Source: an optimization exercise on an open RTL-to-GDS flow (aim: small area, a short achievable clock period and few clock cycles). Production flows keep margins and buffers that such runs may drop.
Only simulation tests tie the RTL to the original design; equivalence was not proved.
Power and IR drop assume default switching activity.

Setup of run 1:
## mips_top
module mips_top (
   input  wire        clk,
   input  wire        rst,
   output wire        wb_cyc_o,
   output wire        wb_stb_o,
   output wire        wb_we_o,
   output wire [29:0] wb_adr_o,
   output wire [3:0]  wb_sel_o,
   output wire [31:0] wb_dat_o,
   input  wire        wb_ack_i,
   input  wire [31:0] wb_dat_i,
   output wire        halted_o
);
clock: 12.0 ns
lec_check: 0
cap_margin: 20
core_margin: 2
core_utilization: 30
cts_buf_list: sky130_fd_sc_hd__clkbuf_8 sky130_fd_sc_hd__clkbuf_16
cts_cluster_diameter: 60
cts_cluster_size: 20
place_density: 0.4
slew_margin: 20
standard.sh (not shown) runs the stock make flow with config.mk's settings and CLKGATE_MAP_FILE= SYNTH_SCRIPT=/design/flow/synth_recipe.tcl, a recipe that flattens the netlist after the stock synthesis.
==> flow/flow/run.sh <==
#!/bin/bash
# Standard layout (standard synthesis unchanged), with repair_timing aiming for
# a setup slack margin so the achieved period shrinks. Full make output goes to
# flow_make.log; each ORFS step also keeps its own log under orfs/logs.
set -euo pipefail
MARGIN=$(cat flow/margin.txt)
bash standard.sh SETUP_SLACK_MARGIN=$MARGIN finish > flow_make.log 2>&1
==> flow/flow/margin.txt <==
8.2
Testbench counts of run 1, summed over its fixed seeds: cycles 65,900.
Input-level comparison between run 2 and run 1:
- a change of CTS_CLUSTER_DIAMETER from 60 to 100
- a change of CTS_BUF_LIST from sky130_fd_sc_hd__clkbuf_8 sky130_fd_sc_hd__clkbuf_16 to sky130_fd_sc_hd__clkbuf_16
## What came out
Going from run 1 to run 2, the global-route wire length before repair was found to have gone down by 3200 um.
Share of total power in combinational logic (run 2 over run 1): increase, 1.5 points
| instance count on the critical path | run 2 vs run 1 | 1 higher |
Filler cell count in the final layout delta for run 2 relative to run 1: about 1% higher
Diff run 1 -> run 2 | non-clock buffer count in the final layout | increase of 6
Of the two values seen for critical path endpoint, u_core.adr_q[8] was produced by run 1 and u_core.pclo_q[0] by run 2.
Run 2 vs. run 1: data-path buffer share of cell area in the final layout went up; final worst setup slack moved down; part of the power in the clock network lost 12 points; final antenna diode count went up 8.
Final wirelength sits lower in run 2 than in run 1.
met3 track demand over resource in run 2 is 0.69 points below run 1.
--- input diff run 2..run 3 ---
- TNS_END_PERCENT now 30, previously not set
[summary]
Run 3 vs. run 2: first-pass GRT wire length shrank by about 2%, actual transition at the worst max-transition pin shrank by 63 ps, wire length reported by the detailed router shrank by 5900 um, total internal power shrank by about 0.65%, first-iteration DRC count shrank by 4.5%.
In the flow results for run 3 and run 2, the sequential group share of total power is smaller on run 2.
Lower share of the clock period used by the worst path was reported by run 2, not run 3.
Between run 2 and run 3, the fraction of met1 tracks used by global routing does not differ in any meaningful way.
Looking only at post-route cell area, and setting everything else aside, the higher value of run 3 and run 2 goes to run 2.
Edits applied to the flow inputs when going from run 3 to run 4:
- CTS_CLUSTER_SIZE now 24, was 20
- CTS_CLUSTER_DIAMETER now 80, was 100
- TNS_END_PERCENT no longer set, was 30
==> results.txt <==
- The final layouts of run 3 and run 4 pass the timing, DRC and antenna checks.
- Run 3 and run 4 ended up with roughly the same cell area reported after detailed placement.
- Compared run 4 against run 3; die area within noise.
- Between run 3 and run 4, layout-stage area growth over the synthesis result increased.

========
mips_top again, from the RTL that the note above started with.
==> flow/design.v (excerpt) <==
module mips_top (
   input  wire        clk,
   input  wire        rst,
   output wire        wb_cyc_o,
   output wire        wb_stb_o,
   output wire        wb_we_o,
   output wire [29:0] wb_adr_o,
   output wire [3:0]  wb_sel_o,
   output wire [31:0] wb_dat_o,
   input  wire        wb_ack_i,
   input  wire [31:0] wb_dat_i,
   output wire        halted_o
);
export LEC_CHECK = 0
export CAP_MARGIN = 20
export CORE_MARGIN = 2
export CORE_UTILIZATION = 30
export CTS_BUF_LIST = sky130_fd_sc_hd__clkbuf_16
export CTS_CLUSTER_DIAMETER = 100
export CTS_CLUSTER_SIZE = 20
export PLACE_DENSITY = 0.4
export SLEW_MARGIN = 20
create_clock -name core_clock -period 12.0 [get_ports {clk}]
==> flow/flow/margin.txt <==
8.0
Scripts as last shown in full above: flow/flow/run.sh
The starting point went through all stages and came out clean.
Testbench counts at the start, summed over its fixed seeds: cycles 65,900.
Next try:
==> flow/flow/margin.txt (replaced) <==
8.2
CORE_UTILIZATION = 35   (was 30)
CTS_BUF_LIST = default   (was sky130_fd_sc_hd__clkbuf_16)
CTS_CLUSTER_DIAMETER = default   (was 100)
CTS_CLUSTER_SIZE = default   (was 20)
After rerunning: Sequential share of layout area falls by 2.2 points. Non-clock buffer count rises by 144. Synthesized cell count stays the same. Final area rises by 4.9%. Clock power rises by 56%. Global-route usage rises by 6.4 points. Wire length barely changes. Worst setup slack improved by 0.21 ns. Fmax rises by 5.1%. Total power rises by 20%. Sequential power is about the same.

==> afterwards: timing with drivers on the ports <==
Ports are ideal in the flow. The routed layouts listed here were re-timed in OpenROAD.
Step 1 (the two cells are an assumption about what drives the block):
set clk [get_ports {clk}]
set_driving_cell -lib_cell sky130_fd_sc_hd__clkbuf_16 $clk
set_driving_cell -lib_cell sky130_fd_sc_hd__buf_2 [delete_from_list [all_inputs] $clk]
Step 2 moves the port delays by t, midway between the first and last clock arrival at a register: inputs arrive t later, outputs are due t later. That takes back most of the time a late clock gives input paths.
Three values: ideal ports, drivers, drivers and shift; two values: the first two.
run | shift t [ns] | setup WS [ns] | worst register clock-pin slew, ns
run 1 | 0.939 | 8.014 / 8.020 / 7.082 | 0.09 / 0.09
run 2 | 0.845 | 7.992 / 7.996 / 7.150 | 0.10 / 0.10
run 3 | 0.858 | 7.957 / 7.950 / 7.092 | 0.10 / 0.10
run 4 | 0.901 | 8.025 / 8.025 / 7.151 | 0.10 / 0.10
the first run of note 2 | 0.854 | 7.785 / 7.785 / 7.082 | 0.10 / 0.10
the second run of note 2 | 0.918 | 7.992 / 7.994 / 7.121 | 0.07 / 0.07
After both steps setup and hold are still met in every run listed. The setup slack of run 1, which loses most, moves by +0.006 ns with the drivers and by -0.932 ns with both steps.
